Source: an optimization exercise on an open RTL-to-GDS flow (aim: small area, a short achievable clock period and few clock cycles per item). Production flows keep margins and buffers that such runs may drop.
In this exercise RTL edits were held to simulation tests only and were not proved equivalent to the original.
The clock port is modelled as an ideal driver, which makes a skipped or thinned clock tree look cheaper than it is; a real chip needs a root buffer or a tree.
No activity file was given, so power comes from the tool's default toggle rates.

===== design.v =====
`default_nettype none
package psd_pkg;
	localparam int SLOT_COUNT_DEF = 16;
	localparam int PAGE_W   = 32;
	localparam int STATUS_W = 3;
	localparam int SLOT_W   = 4;
	typedef enum logic {
		OP_GET    = 1'b0,
		OP_REMOVE = 1'b1
	} op_t;
	typedef enum logic [STATUS_W-1:0] {
		ST_HIT     = 3'd0,
		ST_LOAD    = 3'd1,
		ST_FULL    = 3'd2,
		ST_REMOVED = 3'd3,
		ST_ABSENT  = 3'd4
	} status_t;
	typedef enum logic {
		S_IDLE    = 1'b0,
		S_RESOLVE = 1'b1
	} state_t;
	typedef struct packed {
		logic capture;
		logic resolve;
	} psd_cmd_t;
endpackage
`default_nettype wire
`default_nettype none
module psd_ctrl (
	input  wire logic              clk,
	input  wire logic              arst_n,
	input  wire logic              start,
	output logic                   busy,
	output psd_pkg::psd_cmd_t      cmd
);
	logic cmp_q;
	logic res_q;
	always_ff @(posedge clk or negedge arst_n) begin
		if (!arst_n) begin
			cmp_q <= 1'b0;
			res_q <= 1'b0;
		end else begin
			cmp_q <= start;
			res_q <= cmp_q;
		end
	end
	assign busy        = 1'b0;
	assign cmd.capture = start;
	assign cmd.resolve = res_q;
endmodule
`default_nettype wire
`default_nettype none
module psd_datapath #(
	parameter int SLOT_COUNT = psd_pkg::SLOT_COUNT_DEF
) (
	input  wire logic                          clk,
	input  wire logic                          arst_n,
	input  wire psd_pkg::psd_cmd_t             cmd,
	input  wire logic                          operation,
	input  wire logic [psd_pkg::PAGE_W-1:0]    page_id,
	output logic                               done,
	output logic [psd_pkg::STATUS_W-1:0]       status,
	output logic [psd_pkg::SLOT_W-1:0]         slot
);
	localparam int IDX_W = (SLOT_COUNT > 1) ? $clog2(SLOT_COUNT) : 1;
	logic [SLOT_COUNT-1:0]           valid_q;
	logic [psd_pkg::PAGE_W-1:0]      page_q [SLOT_COUNT];
	logic                            op_c;
	logic [psd_pkg::PAGE_W-1:0]      page_c;
	logic                            op_r;
	logic [psd_pkg::PAGE_W-1:0]      page_r;
	logic [SLOT_COUNT-1:0]           match_r;   
	logic                            same_r;    
	logic                            prev_present;
	logic [SLOT_COUNT-1:0]           prev_onehot;
	logic [SLOT_COUNT-1:0]           match;
	logic [SLOT_COUNT-1:0]           first_free;
	logic [SLOT_COUNT-1:0]           valid_hit;
	logic [SLOT_COUNT-1:0]           valid_miss;
	logic                            below_full;
	logic                            hit_any;
	logic                            free_any;
	logic [IDX_W-1:0]                cmp_idx;
	logic [IDX_W-1:0]                hit_idx;
	logic [IDX_W-1:0]                free_idx;
	logic [psd_pkg::STATUS_W-1:0]    status_d;
	logic [psd_pkg::SLOT_W-1:0]      slot_d;
	logic                            done_q;
	logic [psd_pkg::STATUS_W-1:0]    status_q;
	logic [psd_pkg::SLOT_W-1:0]      slot_q;
	always_ff @(posedge clk) begin
		op_c   <= operation;
		page_c <= page_id;
	end
	always_ff @(posedge clk) begin
		op_r   <= op_c;
		page_r <= page_c;
		same_r <= cmd.resolve && (page_c == page_r);
		for (int k = 0; k < SLOT_COUNT; k++) begin
			match_r[k] <= valid_q[k] && (page_q[k] == page_c);
		end
	end
	always_comb begin
		prev_present = (status_q == psd_pkg::ST_HIT) || (status_q == psd_pkg::ST_LOAD);
		for (int k = 0; k < SLOT_COUNT; k++) begin
			prev_onehot[k] = prev_present && (slot_q == psd_pkg::SLOT_W'(k));
		end
	end
	always_comb begin
		match   = same_r ? prev_onehot : match_r;
		hit_any = same_r ? prev_present : |match_r;
		cmp_idx = '0;
		for (int k = 0; k < SLOT_COUNT; k++) begin
			if (match_r[k]) begin
				cmp_idx = cmp_idx | IDX_W'(k);
			end
		end
		hit_idx  = same_r ? IDX_W'(slot_q) : cmp_idx;
		free_idx = '0;
		for (int k = SLOT_COUNT - 1; k >= 0; k--) begin
			if (!valid_q[k]) begin
				free_idx = IDX_W'(k);
			end
		end
		below_full = 1'b1;
		for (int k = 0; k < SLOT_COUNT; k++) begin
			first_free[k] = !valid_q[k] && below_full;
			below_full    = below_full && valid_q[k];
		end
		free_any = !(&valid_q);
	end
	always_comb begin
		status_d = psd_pkg::ST_ABSENT;
		slot_d   = '0;
		if (op_r == psd_pkg::OP_GET) begin
			if (hit_any) begin
				status_d = psd_pkg::ST_HIT;
				slot_d   = psd_pkg::SLOT_W'(hit_idx);
			end else if (free_any) begin
				status_d = psd_pkg::ST_LOAD;
				slot_d   = psd_pkg::SLOT_W'(free_idx);
			end else begin
				status_d = psd_pkg::ST_FULL;
			end
		end else begin
			if (hit_any) begin
				status_d = psd_pkg::ST_REMOVED;
				slot_d   = psd_pkg::SLOT_W'(hit_idx);
			end
		end
	end
	always_comb begin
		for (int k = 0; k < SLOT_COUNT; k++) begin
			valid_hit[k]  = valid_q[k] && !(cmd.resolve && (op_r == psd_pkg::OP_REMOVE) && match[k]);
			valid_miss[k] = valid_q[k] || (cmd.resolve && (op_r == psd_pkg::OP_GET) && first_free[k]);
		end
	end
	always_ff @(posedge clk or negedge arst_n) begin
		if (!arst_n) begin
			valid_q <= '0;
		end else begin
			valid_q <= hit_any ? valid_hit : valid_miss;
		end
	end
	always_ff @(posedge clk) begin
		for (int k = 0; k < SLOT_COUNT; k++) begin
			if (!valid_q[k]) begin
				page_q[k] <= page_r;
			end
		end
	end
	always_ff @(posedge clk or negedge arst_n) begin
		if (!arst_n) begin
			done_q <= 1'b0;
		end else begin
			done_q <= cmd.resolve;
		end
	end
	always_ff @(posedge clk) begin
		status_q <= status_d;
		slot_q   <= slot_d;
	end
	assign done   = done_q;
	assign status = status_q;
	assign slot   = slot_q;
endmodule
`default_nettype wire
`default_nettype none
module page_slot_directory_top #(
	parameter int SLOT_COUNT = psd_pkg::SLOT_COUNT_DEF
) (
	input  wire logic                          clk,
	input  wire logic                          arst_n,
	input  wire logic                          start,
	output logic                               busy,
	input  wire logic                          operation,
	input  wire logic [psd_pkg::PAGE_W-1:0]    page_id,
	output logic                               done,
	output logic [psd_pkg::STATUS_W-1:0]       status,
	output logic [psd_pkg::SLOT_W-1:0]         slot
);
	psd_pkg::psd_cmd_t cmd;
	psd_ctrl u_ctrl (
		.clk    (clk),
		.arst_n (arst_n),
		.start  (start),
		.busy   (busy),
		.cmd    (cmd)
	);
	psd_datapath #(
		.SLOT_COUNT (SLOT_COUNT)
	) u_datapath (
		.clk       (clk),
		.arst_n    (arst_n),
		.cmd       (cmd),
		.operation (operation),
		.page_id   (page_id),
		.done      (done),
		.status    (status),
		.slot      (slot)
	);
endmodule
`default_nettype wire

===== flow/run.sh =====
#!/bin/bash
set -euo pipefail
here=$(cd "$(dirname "$0")" && pwd)
export BUFFER_PORTS_ARGS="-buffer_cell sky130_fd_sc_hd__buf_4"
export MATCH_CELL_FOOTPRINT=0
export POST_CTS_TCL="$here/split_root.tcl"
args=("BUFFER_PORTS_ARGS=$BUFFER_PORTS_ARGS" "MATCH_CELL_FOOTPRINT=0" "POST_CTS_TCL=$POST_CTS_TCL")
if [[ -f "$here/cts_args" ]]; then
  export CTS_ARGS="$(tr '\n' ' ' < "$here/cts_args")"
  args+=("CTS_ARGS=$CTS_ARGS")
fi
bash standard.sh "${args[@]}" finish > flow_make.log 2>&1

===== flow/cts_args =====
-sink_clustering_enable -repair_clock_nets -sink_clustering_size 44 -sink_clustering_max_diameter 60 -dont_use_dummy_load

===== flow/split_root.tcl =====
# POST_CTS hook: replace the clock tree's root buffer and the H-tree level
# below it by two root buffers, each driving the leaf buffers of one half of
# the core (split at the median x of the leaf buffers). The clock port then
# feeds these two buffers directly. Every register stays behind exactly two
# clock buffers (a root and a leaf), so the tree stays balanced.
set block [ord::get_db_block]
proc sr_out_net {inst} {
  foreach it [$inst getITerms] {
    if {[$it isOutputSignal] && [$it getNet] ne "NULL"} { return [$it getNet] }
  }
  return "NULL"
}
proc sr_in_net {inst} {
  foreach it [$inst getITerms] {
    if {[$it isInputSignal] && [$it getNet] ne "NULL"} { return [$it getNet] }
  }
  return "NULL"
}
proc sr_split {block} {
  set root [$block findInst clkbuf_0_clk]
  if {$root eq "NULL"} { puts "split_root: no root buffer, nothing done"; return }
  set clk_name [[sr_in_net $root] getName]
  set root_name [[sr_out_net $root] getName]
  set levels {}
  foreach it [[sr_out_net $root] getITerms] {
    set i [$it getInst]
    if {$i eq $root} continue
    if {![string match "clkbuf_*__f_clk" [$i getName]]} {
      puts "split_root: root drives [$i getName], nothing done"; return
    }
    lappend levels $i
  }
  if {[llength $levels] < 2} { puts "split_root: fewer than two level buffers, nothing done"; return }
  set leaves {}
  foreach l $levels {
    foreach it [[sr_out_net $l] getITerms] {
      set i [$it getInst]
      if {$i eq $l} continue
      if {![string match "clkbuf_leaf_*" [$i getName]] || [[$it getMTerm] getName] ne "A"} {
        puts "split_root: [$l getName] drives [$i getName], nothing done"; return
      }
      lappend leaves [list [$i getName] [lindex [$i getLocation] 0] [lindex [$i getLocation] 1] [[sr_out_net $l] getName]]
    }
  }
  set leaves [lsort -integer -index 1 $leaves]
  set half [expr {[llength $leaves] / 2}]
  set groupA [lrange $leaves 0 [expr {$half - 1}]]
  set groupB [lrange $leaves $half end]
  set rootB [lindex $levels 0]
  set rootB_name [$rootB getName]
  set rootB_net [[sr_out_net $rootB] getName]
  # detach every leaf buffer from its level buffer
  foreach lf $leaves {
    disconnect_pin [lindex $lf 3] [lindex $lf 0]/A
  }
  # the first level buffer becomes root B, fed by the clock port
  disconnect_pin $root_name $rootB_name/A
  connect_pin $clk_name $rootB_name/A
  # the other level buffers go
  foreach l [lrange $levels 1 end] {
    set n [[sr_out_net $l] getName]
    set ln [$l getName]
    disconnect_pin $root_name $ln/A
    delete_instance $ln
    delete_net $n
  }
  foreach lf $groupA { connect_pin $root_name [lindex $lf 0]/A }
  foreach lf $groupB { connect_pin $rootB_net [lindex $lf 0]/A }
  # put each root at the middle of its leaves
  foreach {inst grp} [list $root $groupA $rootB $groupB] {
    set sx 0; set sy 0
    foreach lf $grp { incr sx [lindex $lf 1]; incr sy [lindex $lf 2] }
    set n [llength $grp]
    $inst setLocation [expr {$sx / $n}] [expr {$sy / $n}]
    $inst setPlacementStatus PLACED
  }
  puts "split_root: [llength $groupA] leaf buffers on [$root getName], [llength $groupB] on $rootB_name, [expr {[llength $levels] - 1}] level buffers removed"
}
sr_split $block
detailed_placement
check_placement -verbose
estimate_parasitics -placement
report_clock_skew

===== standard.sh =====
#!/bin/bash
# synth_recipe.tcl (not shown) runs the flow's synth.tcl, then flattens the netlist and writes it again
# the make line also repeats each setting of config.mk as NAME=value (left out here)
make -C /OpenROAD-flow-scripts/flow DESIGN_CONFIG=/design/flow/config.mk WORK_HOME=/design/flow/orfs CLKGATE_MAP_FILE= SYNTH_SCRIPT=/design/flow/synth_recipe.tcl "${@:-finish}"

===== config.mk =====
export PLATFORM = sky130hd
export DESIGN_NAME = page_slot_directory_top
export DESIGN_NICKNAME = page_slot_directory_top
export VERILOG_FILES = /design/flow/design.v
export SDC_FILE = /design/flow/constraint.sdc
export NUM_CORES = 4
export LEC_CHECK = 0
export CAP_MARGIN = 20
export CORE_MARGIN = 2
export CORE_UTILIZATION = 68
export PLACE_DENSITY = 0.76
export SETUP_SLACK_MARGIN = 3.15
export SLEW_MARGIN = 20

===== constraint.sdc =====
create_clock -name core_clock -period 5.0 [get_ports {clk}]
set_input_delay 1.0000 -clock core_clock [delete_from_list [all_inputs] [get_ports {clk}]]
set_output_delay 1.0000 -clock core_clock [all_outputs]
set_load 0.01 [all_outputs]

==> summary.md, run 1 <==
| Metric | Value |
|---|---|
| Fillers | `2234` |
| Slew @ Worst Pin | `0.779 ns` |
| Post-DP Area | `26100 µm²` |
| Slew HR | `48.0%` |
| Setup TNS | `0 ns` |
| Reg clk slew, reported paths | `0.06 ns` |
| Die height | `196 µm` |
| Critical Path End Type | `output port` |
| Mapped Cells | `1600` |
| # DRC | `0` |
| Crit path kind | `register to output port` |
| Area Overhead vs Synth | `10.2%` |
| Total Nets Final | `1737` |
| Top cell type by total area after synthesis | `edfxtp_1` |
| Tmin final | `1.96 ns` |
| DR iter-0 viols | `1928` |
| Crit path cell chain | `buf_6` |
| Area contributors post-synth | `edfxtp_1 (61%), xor2_1 (18%), dfxtp_1 (7.2%)` |
| Worst Skew | `0.0369 ns` |
| Count leader, synth | `edfxtp_1` |
| Congestion Overflow GR | `0` |
| Vias per cell | `6.59` |
| EDFF count, synth | `512` |
| First-pass detailed-route iteration total | `5` |
| Sequential area share after synthesis | `70.6%` |
| Most used DFF post-synth | `edfxtp_1` |
| Routability Congestion | `0.927` |
| P per Cell Area | `364 nW/µm²` |
| CORE AREA | `36400 µm²` |
| P_sw | `2.49 mW` |
| Antenna viol nets, final | `0` |
| VDD IR-drop max | `0.421 mV` |
| Register area | `17700 µm²` |
| CP max FO | `8` |
| Kind of cell adding the most delay to the critical path | `flip-flops` |
| Synth top cells by count | `edfxtp_1 (512), xor2_1 (511), nor4_1 (121)` |
| Final setup violation count | `0` |
| Final Hold Fails | `0` |
| Combinational group share of total power | `11.5%` |
| P_int | `7.56 mW` |
| Req. time, crit path | `4.00 ns` |
| Post-route cell area | `27600 µm²` |
| RSZ-0062 raised after global routing | `yes` |
| Max incr delay on CP | `0.39 ns` |
| Largest net degree at the start of global routing | `38` |
| Yosys cell types | `54` |
| Site Rows | `70` |
| Die X | `196 µm` |
| Crit path launch type | `register` |
| CP max stage cell | `dfxtp_4` |
| Maximum Capacitance Violations | `0` |
| Crit path arrival time | `0.96 ns` |
| Initial Util | `68.7%` |
| Total power | `10.0 mW` |
| Routed len/inst | `33.0 µm` |
| Asr flop ratio synth | `3.06%` |
| Fraction of final layout cells sized beyond drive strength 1 | `15.0%` |
| Share of the synthesized area in the top cell type | `61.5%` |
| Buffers plus inverters on the worst setup path | `1` |
| Count of pins over their slew limit | `0` |
| Global-route wire length before repair | `100000 µm` |
| Clk latency of the worst-skew pair | `0.49 ns` |
| Area of the multi-input gates | `7110 µm²` |
| Yosys reg bits | `621` |
| Vias in the first global route | `13600` |
| Vias | `14300` |
| Clock power share | `26.4%` |
| Clock tree sinks | `621` |
| Die area | `38300 µm²` |
| Ports | `45` |
| Initial antenna violation count | `3` |
| Port bufs | `43` |
| Detailed placer's ending HPWL | `44200 µm` |
| Synthesized area | `25000 µm²` |
| Final WL | `71600 µm` |
| Avg Inst Size Synth | `15.6 µm²` |
| Reg power frac | `62.0%` |
| Worst hold-check path type | `register to register` |
| Net count after synthesis | `1636` |
| Status | `complete, no violations` |
| GRT Overall Usage | `38.4%` |
| Ys Warns | `3` |
| Fraction of the cycle the final worst path needs | `39.2%` |
| Sw Ratio | `24.8%` |
| F_max | `0.510 GHz` |
| P_leak | `9.72 nW` |
| # diodes | `0` |
-- per-layer routing --
layer  track usage, %  vias up  part of all wire [%]
met1             52.8     7237                    38
met5                0        -                     0
met4             18.2        0                   5.6
met2             60.8      878                    47
met3             6.81      171                   9.3
li1                 -     5987                     -
-- state kept, by name, indices dropped and copies added, names as in the netlist, 3 cells and up --
register             cells
u_datapath.page_q      512
u_datapath.page_r       32
u_datapath.status_q      3
u_datapath.slot_q        4
u_datapath.valid_q      16
u_datapath.page_c       32
u_datapath.match_r      16
-- layout by cell type, fill, tap and decap left out, types with 3 or more instances in the layout --
cell type and n:
a21oi_1 9, a22oi_1 8, a31oi_1 4, a32oi_1 3, buf_12 4, buf_4 101
buf_6 29, clkbuf_16 33, dfrtp_1 15, dfrtp_2 4, dfxtp_1 59, dfxtp_2 13
dfxtp_4 18, edfxtp_1 512, inv_1 23, nand2_1 13, nand2b_1 3, nand3_1 34
nand4_1 26, nor2_1 7, nor2b_1 8, nor3_1 32, nor4_1 94, nor4_2 26
nor4_4 4, o2111ai_1 3, o211ai_1 3, o21ai_0 6, o21ai_1 18, o31ai_1 7
o41ai_1 4, xnor2_1 27, xor2_1 511
-- final cells by class --
type / count / area share (%)
repair buffers: 136 / 4.33
flip-flops and latches: 621 / 64.3
multi-input cells: 883 / 25.8
well taps: 468 / 2.12
inverters: 26 / 0.399
clock buffers: 33 / 3.00
-- power by group through the flow --
stage	Combinational, mW	Sequential [mW]	Clock, mW
2_1_floorplan	0.621	6.28	0
3_3_place_gp	1.03	6.33	0
3_5_place_dp	1.04	6.35	0
5_1_grt	1.22	6.26	2.81
6_report	1.16	6.23	2.65
-- per-stage QoR --
step / hold WS [ns] / std cells / setup WS (ns) / utilization, %
after floorplan: 0.310 / 1600 / 3.24 / -
after global placement: 0.312 / 2112 / 2.65 / 71.6
after detailed placement: 0.314 / 2112 / 2.63 / 71.6
after global routing: 0.339 / 2167 / 3.02 / 75.7
final: 0.326 / 2167 / 3.04 / 75.7
-- path summary, 6_finish.rpt --
kind / depth (start not counted) / to / from / slack, ns
setup / recovery: 1 / slot[3] / u_datapath.slot_q[3] / 3.04
hold / removal: 0 / u_datapath.op_r / u_datapath.op_c / 0.33
setup reg to reg: 5 / u_datapath.match_r[8] / u_datapath.page_c[18] / 3.17
hold reg to reg: 0 / u_datapath.op_r / u_datapath.op_c / 0.33
max in group asynchronous: 1 / u_datapath.valid_q[4] / arst_n / 4.35
min in group asynchronous: 1 / u_datapath.valid_q[1] / arst_n / 0.39
-- cells by family (layout without fill, tap and decap cells) --
group	after synthesis	in the layout	share of synthesized area (%)
compound gates	81	81	2.34
xor+xnor	538	538	18.8
other cells	1	1	0.0150
flops	621	621	70.6
simple gates	261	261	6.26
mux	2	2	0.0850
buf+inv	96	195	1.90
Testbench counts, summed over its fixed seeds: cycles 16,024, items 16,000.
==> run 2: changes to the inputs <==
==> flow/cts_args (replaced) <==
-sink_clustering_enable -repair_clock_nets -sink_clustering_size 30 -sink_clustering_max_diameter 45 -dont_use_dummy_load
--- a/config.mk
+++ b/config.mk
@@ -9,5 +9,5 @@
 export CORE_MARGIN = 2
-export CORE_UTILIZATION = 68
-export PLACE_DENSITY = 0.76
-export SETUP_SLACK_MARGIN = 3.15
+export CORE_UTILIZATION = 65
+export PLACE_DENSITY = 0.75
+export SETUP_SLACK_MARGIN = 3.1
 export SLEW_MARGIN = 20
==> run 2 against run 1 <==
  * Wire length increased by 1.5%
  * Die area increased by 4.5%
  * Count of clock-buffer cells in the layout increased by 14
  * Final area increased by 0.59%
  * Still clean
  * Maximum frequency decreased by 2.6%
  * Sequential cell count unchanged
==> summary.md, run 2 <==
| Metric | Value |
|---|---|
| Status | `complete, no violations` |
| Die area | `40100 µm² (+4.5%)` |
| Asr flop ratio synth | `3.06% (unchanged)` |
| Yosys cell types | `54 (unchanged)` |
| Mapped Cells | `1600 (unchanged)` |
| Tmin final | `2.01 ns (+0.0521 ns)` |
| Total power | `10.6 mW (+5.4%)` |
| Synth top cells by count | `edfxtp_1 (512), xor2_1 (511), nor4_1 (121)` |
| Area contributors post-synth | `edfxtp_1 (61%), xor2_1 (18%), dfxtp_1 (7.2%)` |
| Fillers | `2374 (+6.3%)` |
| Post-DP Area | `26100 µm² (+0.25%)` |
| Avg Inst Size Synth | `15.6 µm² (unchanged)` |
| Clk latency of the worst-skew pair | `0.55 ns (+0.06 ns)` |
| Crit path launch type | `register` |
| VDD IR-drop max | `0.391 mV (-7.1%)` |
| Fraction of final layout cells sized beyond drive strength 1 | `13.8% (-1.2 points)` |
| Antenna viol nets, final | `0 (unchanged)` |
| Top Usage Layer GRT | `met2` |
| FF-to-FF path depth | `4 (-1)` |
| Routability Congestion | `0.929 (+0.22%)` |
| Initial antenna violation count | `1 (-2)` |
| Setup TNS | `0 ns (unchanged)` |
| Sequential area share after synthesis | `70.6% (unchanged)` |
| Share of the synthesized area in the top cell type | `61.5% (unchanged)` |
| Largest net degree at the start of global routing | `38 (unchanged)` |
| Met2 GRT Util | `57.3% (-3.5 points)` |
| Worst hold-check path type | `primary input to async pin` |
| Synthesized area | `25000 µm² (unchanged)` |
| Count of pins over their slew limit | `0 (unchanged)` |
| Final Hold Fails | `0 (unchanged)` |
| Global routing usage on met3 | `7.48% (+0.68 points)` |
| Critical Path End Type | `output port` |
| Crit path kind | `register to output port` |
| Worst path depth | `1 (unchanged)` |
| Max incr delay on CP | `0.37 ns (-0.02 ns)` |
| Site Rows | `71 (+1.4%)` |
| Most common cell after layout, fill and taps aside | `edfxtp_1` |
| Count leader, synth | `edfxtp_1` |
| Biggest regs | `u_datapath.page_q x512, u_datapath.page_c x32, u_datapath.page_r x32` |
| Most used DFF post-synth | `edfxtp_1` |
| Clock tree sinks | `621 (unchanged)` |
| Crit path arrival time | `1.01 ns (+0.05 ns)` |
| Ys Warns | `3 (unchanged)` |
| Req. time, crit path | `4.00 ns (about the same)` |
| Vias per cell | `6.57 (-0.33%)` |
| GRT Overall Usage | `36.7% (-1.7 points)` |
| Vias | `14500 (+1.7%)` |
| Top cell type by total area after synthesis | `edfxtp_1` |
| Buffers plus inverters on the worst setup path | `1 (unchanged)` |
| Die height | `200 µm (+2.2%)` |
| Slew HR | `21.8% (-26 points)` |
| CP max FO | `1 (-7)` |
| F_max | `0.497 GHz (-2.6%)` |
| DR iter-0 viols | `2068 (+7.3%)` |
| # DRC | `0 (unchanged)` |
| Total Nets Final | `1739 (+0.12%)` |
| Reg clk slew, reported paths | `0.07 ns (about the same)` |
| Inst Count DP | `2153 (+1.9%)` |
| EDFF count, synth | `512 (unchanged)` |
| CORE AREA | `37800 µm² (+3.6%)` |
| CP Launch Point | `u_datapath.done_q` |
| Post-route cell area | `27700 µm² (+0.59%)` |
| GR met1 Demand/Resource | `49.8% (-2.9 points)` |
| RSZ-0062 raised after global routing | `yes` |
| Congestion Overflow GR | `0 (unchanged)` |
| Port bufs | `43 (unchanged)` |
| Worst Skew | `0.0478 ns (+0.0109 ns)` |
| Ports | `45 (unchanged)` |
| Vias in the first global route | `14200 (+3.8%)` |
| Final WL | `72600 µm (+1.5%)` |
| Routed len/inst | `32.8 µm (-0.61%)` |
| Max reg flops | `512 (unchanged)` |
| Slew @ Worst Pin | `1.17 ns (+0.392 ns)` |
| Commonest cells after routing, fill and taps aside | `edfxtp_1 (512), xor2_1 (511), nor4_1 (108)` |
| First-pass detailed-route iteration total | `5 (unchanged)` |
| Fraction of the cycle the final worst path needs | `40.3% (+1.0 points)` |
| P per Cell Area | `382 nW/µm² (+4.8%)` |
| Die X | `200 µm (+2.2%)` |
| Final setup violation count | `0 (unchanged)` |
| Net count after synthesis | `1636 (unchanged)` |
| # diodes | `0 (unchanged)` |
| Initial Util | `66.3% (-2.4 points)` |
| Final non-filler cell total | `2212 (+2.1%)` |
| Worst r2r src | `u_datapath.valid_q[12]` |
| CP max stage cell | `dfrtp_1` |
| Maximum Capacitance Violations | `0 (unchanged)` |
| Crit path cell chain | `buf_6` |
| P_leak | `9.82 nW (+1.1%)` |
| Yosys reg bits | `621 (unchanged)` |
| Global-route wire length before repair | `102000 µm (+1.8%)` |
| Kind of cell adding the most delay to the critical path | `flip-flops` |
| Area Overhead vs Synth | `10.9%` |
| Top reg by flops | `u_datapath.page_q` |
| Detailed placer's ending HPWL | `44600 µm (+0.94%)` |
[run 2: final timing paths]
kind / to / slack, ns
max reg2reg: u_datapath.slot_q[0] / 3.11
min reg2reg: u_datapath.op_r / 0.33
max: done / 2.99
min in group core_clock: u_datapath.op_r / 0.33
min: u_datapath.valid_q[13] / 0.33
max in group asynchronous: u_datapath.valid_q[1] / 4.43
[run 2: cell type report]
class,instances,area (µm²),area share (%)
repair buffers,124,1080,3.89
clock buffers,47,1180,4.24
multi-input cells,883,7020,25.3
well taps,511,639,2.31
flip-flops and latches,621,17700,63.9
inverters,26,105,0.379
[run 2: where the power goes]
part	switching [mW]	internal (mW)	total, mW
Clock	1.58	1.62	3.20
Sequential	0.234	6.01	6.25
Combinational	0.764	0.371	1.13
[run 2: stage by stage]
step	utilization (%)	setup slack [ns]	hold slack, ns
floorplan	-	3.24	0.310
global placement	69.2	2.54	0.313
detailed placement	69.2	2.51	0.312
global route	73.5	2.96	0.340
finish	73.5	2.99	0.325
[run 2: metal layers]
layer | share of wire [%] | routed length, µm
met5 | 0 | 0
met4 | 5.0 | 3660
met3 | 12 | 8620
met2 | 47 | 34000
met1 | 36 | 26400
[run 2: logic make-up (layout without fill, tap and decap cells)]
group                     after synthesis  after routing  synth area share, %
DFF                                   621            621                 70.6
buffers and inverters                  96            197                 1.90
and+or+nand+nor                       261            261                 6.26
xor gates and xnor gates              538            538                 18.8
AOI/OAI and AO/OA                      81             81                 2.34
muxes                                   2              2               0.0850
other                                   1              1               0.0150
==> run 3: changes to the inputs <==
--- a/design.v
+++ b/design.v
@@ -35,3 +35,2 @@
 );
-	logic cmp_q;
 	logic res_q;
@@ -39,7 +38,5 @@
 		if (!arst_n) begin
-			cmp_q <= 1'b0;
 			res_q <= 1'b0;
 		end else begin
-			cmp_q <= start;
-			res_q <= cmp_q;
+			res_q <= start;
 		end
@@ -67,4 +64,2 @@
 	logic [psd_pkg::PAGE_W-1:0]      page_q [SLOT_COUNT];
-	logic                            op_c;
-	logic [psd_pkg::PAGE_W-1:0]      page_c;
 	logic                            op_r;
@@ -91,11 +86,7 @@
 	always_ff @(posedge clk) begin
-		op_c   <= operation;
-		page_c <= page_id;
-	end
-	always_ff @(posedge clk) begin
-		op_r   <= op_c;
-		page_r <= page_c;
-		same_r <= cmd.resolve && (page_c == page_r);
-		for (int k = 0; k < SLOT_COUNT; k++) begin
-			match_r[k] <= valid_q[k] && (page_q[k] == page_c);
+		op_r   <= operation;
+		page_r <= page_id;
+		same_r <= cmd.resolve && (page_id == page_r);
+		for (int k = 0; k < SLOT_COUNT; k++) begin
+			match_r[k] <= valid_q[k] && (page_q[k] == page_id);
 		end
==> flow/cts_args (replaced) <==
-sink_clustering_enable -repair_clock_nets -sink_clustering_size 44 -sink_clustering_max_diameter 60 -dont_use_dummy_load
==> run 3 against run 2 <==
  * Still clean
  * Final area shrank 0.91%
  * Clock power shrank 18%
  * Sequential cell count down 34
  * First-iteration DRC count is 3.7% lower
  * Clock skew is 0.0028 ns lower
  * Core utilization rose by 1.4 points
  * Via count shrank 1.1%
  * Sequential share of layout area decreased by 2.0 points
  * Largest cell class unchanged
==> summary.md, run 3 <==
| Metric | Value |
|---|---|
| Status | `complete, no violations` |
| Core Util, Final | `74.9% (+1.4 points)` |
| First-pass detailed-route iteration total | `5 (unchanged)` |
| Fraction of final layout cells sized beyond drive strength 1 | `16.0% (+2.2 points)` |
| DR iter-0 viols | `1992 (-3.7%)` |
| CP max stage cell | `nor4_1` |
| Routed len/inst | `33.6 µm (+2.3%)` |
| Antenna viol nets, final | `0 (unchanged)` |
| Die area | `39000 µm² (-2.7%)` |
| EDFF count, synth | `512 (unchanged)` |
| Total power | `9.80 mW (-7.4%)` |
| Area contributors post-synth | `edfxtp_1 (63%), xor2_1 (18%), dfxtp_1 (4.7%)` |
| Global-route wire length before repair | `99000 µm (-2.8%)` |
| Simple-Gate Fraction of Synth Area | `6.53% (+0.27 points)` |
| Multiplexer area fraction after synthesis | `0.0874% (+0.0024 points)` |
| Routability Congestion | `0.948 (+2.1%)` |
| P per Cell Area | `357 nW/µm² (-6.5%)` |
| Largest family of logic cells by synthesized area | `XOR/XNOR gates` |
| Share of the synthesized area in the top cell type | `63.2% (+1.7 points)` |
| Post-synthesis adder-cell area fraction | `0% (unchanged)` |
| Fin worst setup slack | `2.96 ns (-0.0236 ns)` |
| Vias per cell | `6.73 (+2.5%)` |
| Crit path launch type | `primary input` |
| R2R Setup Slk | `3.11 ns (about the same)` |
| Crit path cell chain | `buf_6 -> buf_6 -> xor2_1 -> nor4_1 -> nand4_1 -> nor3_1` |
| Mapped Cells | `1567 (-2.1%)` |
| Top reg by flops | `u_datapath.page_q` |
| Commonest cells after routing, fill and taps aside | `edfxtp_1 (512), xor2_1 (489), buf_4 (89)` |
| Site Rows | `70 (-1.4%)` |
| Count leader, synth | `edfxtp_1` |
| Crit path arrival time | `2.41 ns (+1.40 ns)` |
| Largest net degree at the start of global routing | `38 (unchanged)` |
| F_max | `0.491 GHz (-1.2%)` |
| Vias | `14400 (-1.1%)` |
| Biggest regs | `u_datapath.page_q x512, u_datapath.page_r x32` |
| Initial antenna violation count | `2 (+1)` |
| Most common cell after layout, fill and taps aside | `edfxtp_1` |
| Top cell type by total area after synthesis | `edfxtp_1` |
| Setup TNS | `0 ns (unchanged)` |
| Maximum Capacitance Violations | `0 (unchanged)` |
| Worst Skew | `0.0450 ns (-0.00278 ns)` |
| FF-to-FF path depth | `5 (+1)` |
| P_leak | `9.51 nW (-3.2%)` |
| # DRC | `0 (unchanged)` |
| Synth Area in XOR/XNOR | `19.4% (+0.57 points)` |
| Crit path top cell by count | `buf_6` |
| CP max FO | `11 (+10)` |
| VDD IR-drop max | `0.417 mV (+6.7%)` |
| Reg2reg end | `u_datapath.same_r` |
| Yosys reg bits | `587 (-5.5%)` |
| Total Nets Final | `1702 (-2.1%)` |
| Critical Path End Type | `register` |
| Max reg flops | `512 (unchanged)` |
| RSZ-0062 raised after global routing | `yes` |
| Reg clk slew, reported paths | `0.09 ns (+0.02 ns)` |
| Clk latency of the worst-skew pair | `0.49 ns (-0.06 ns)` |
| Tmin final | `2.04 ns (+0.0236 ns)` |
| Count of pins over their slew limit | `0 (unchanged)` |
| Final Hold Fails | `0 (unchanged)` |
| Yosys cell types | `57 (+5.6%)` |
| Die X | `197 µm (-1.4%)` |
| Max incr delay on CP | `0.40 ns (+0.03 ns)` |
| GRT Overall Usage | `37.6% (+0.82 points)` |
| Compound-Gate Fraction of Synth Area | `2.29% (-0.042 points)` |
| Crit path kind | `primary input to register` |
| Pre-CTS WS | `1.83 ns (-0.683 ns)` |
| Asr flop ratio synth | `3.07% (+0.0069 points)` |
| CORE AREA | `36700 µm² (-2.8%)` |
| Synth top cells by count | `edfxtp_1 (512), xor2_1 (496), nor4_1 (117)` |
| Initial Util | `66.3% (about the same)` |
| Port bufs | `43 (unchanged)` |
| Worst r2r src | `u_datapath.page_r[17]` |
| Worst hold-check path type | `primary input to async pin` |
| Congestion Overflow GR | `0 (unchanged)` |
| Synthesized area | `24300 µm² (-2.7%)` |
| Final WL | `71700 µm (-1.3%)` |
| Vias in the first global route | `13400 (-5.1%)` |
| Slew HR | `30.5% (+8.7 points)` |
| Final setup violation count | `0 (unchanged)` |
| Fraction of the cycle the final worst path needs | `40.8% (+0.47 points)` |
| Ys Warns | `3 (unchanged)` |
| Die height | `197 µm (-1.4%)` |
| Clock tree sinks | `587 (-5.5%)` |
| Slew @ Worst Pin | `1.04 ns (-0.130 ns)` |
| Req. time, crit path | `5.37 ns (+1.37 ns)` |
| Sequential area share after synthesis | `69.7% (-0.83 points)` |
| Avg Inst Size Synth | `15.5 µm² (-0.70%)` |
| Net count after synthesis | `1603 (-2.0%)` |
| Area Overhead vs Synth | `13.0%` |
| Worst Hold Slack | `0.367 ns (+0.0420 ns)` |
| Most used DFF post-synth | `edfxtp_1` |
| Detailed placer's ending HPWL | `42400 µm (-4.8%)` |
| Ports | `45 (unchanged)` |
## run 3: cell count changes after synthesis, moves of 3 or more
cell / change
buf_2: +4
nand3_1: +3
xnor2_1: +16
dfxtp_1: -33
nor3_1: +3
buf_4: -4
nor4_1: -4
xor2_1: -15
## run 3: cells by family after synthesis
group,after synthesis
flops,587
xor+xnor,539
simple gates,264
buf+inv,97
compound gates,77
mux,2
other cells,1
## run 3: worst max-delay path: cells and delay by family
family | cells | cell delay [ns]
xor gates and xnor gates | 1 | 0.09
and+or+nand+nor | 3 | 0.86
buffers and inverters | 2 | 0.45
## run 3: worst max-delay path by stage
stage,end,cells past startpoint,start
2_1_floorplan,u_datapath.same_r,6,page_id[17]
3_3_place_gp,u_datapath.match_r[2],5,page_id[7]
3_5_place_dp,u_datapath.match_r[2],5,page_id[7]
5_1_grt,u_datapath.match_r[2],6,page_id[26]
6_report,u_datapath.match_r[2],6,page_id[26]
## run 3: power breakdown
part	switching (mW)	internal (mW)	leakage [nW]
combinational	0.839	0.418	3.64
clock	1.43	1.19	0.419
sequential	0.191	5.73	5.45
total	2.46	7.34	9.51
## run 3: final cells by class
type | count | area (µm²)
Antenna cell | 2 | 5.00
Clock buffer | 34 | 851
Fill cell | 2260 | 9220
Inverter | 27 | 115
Multi-Input combinational cell | 883 | 7540
Sequential cell | 587 | 17000
Tap cell | 468 | 586
Timing Repair Buffer | 132 | 1380
Timing Repair inverter | 1 | 7.51
## run 3: metrics by stage
step / std cells / cell area [µm²]
finish: 2134 / 27500
global route: 2132 / 27500
detailed placement: 2048 / 25200
global placement: 2048 / 25200
floorplan: 1567 / 25000
## run 3: routing by layer
metal | part of all wire, % | vias up | track usage (%)
met1 | 37 | 7252 | 52.1
met2 | 47 | 1060 | 59.0
li1 | - | 5872 | -
met4 | 4.8 | 2 | 17.3
met5 | 0.015 | - | 0
met3 | 11 | 176 | 6.42
Testbench counts of run 3, summed over its fixed seeds: cycles 16,016, items 16,000.

==> what the ideal ports hide <==
How much do the figures lean on ideal ports? The routed layouts below were timed once more, with nothing changed but the port constraints.
Step 1: set_driving_cell puts a clkbuf_16 on clk and a buf_2 on each other input, an assumption about the parent block.
Step 2 adds t to the input delays and takes it off the output delays; t is the mean of the earliest and latest rising clock arrival at the registers after step 1. Input paths then give back, and output paths get back, about the clock's delay inside the block.
a / b / c = ideal / step 1 / step 2; a / b = the first two.
run | t (ns) | setup WS [ns] | clock arrival spread, ns
run 1 | 0.546 | 3.038 / 2.959 / 3.171 | 0.038 / 0.037
run 2 | 0.605 | 2.986 / 2.911 / 3.107 | 0.050 / 0.051
run 3 | 0.542 | 2.962 / 2.974 / 2.453 | 0.045 / 0.046
After both steps setup and hold are still met in every run listed. The setup slack of run 3, which loses most, moves by +0.012 ns with the drivers and by -0.509 ns with both steps.
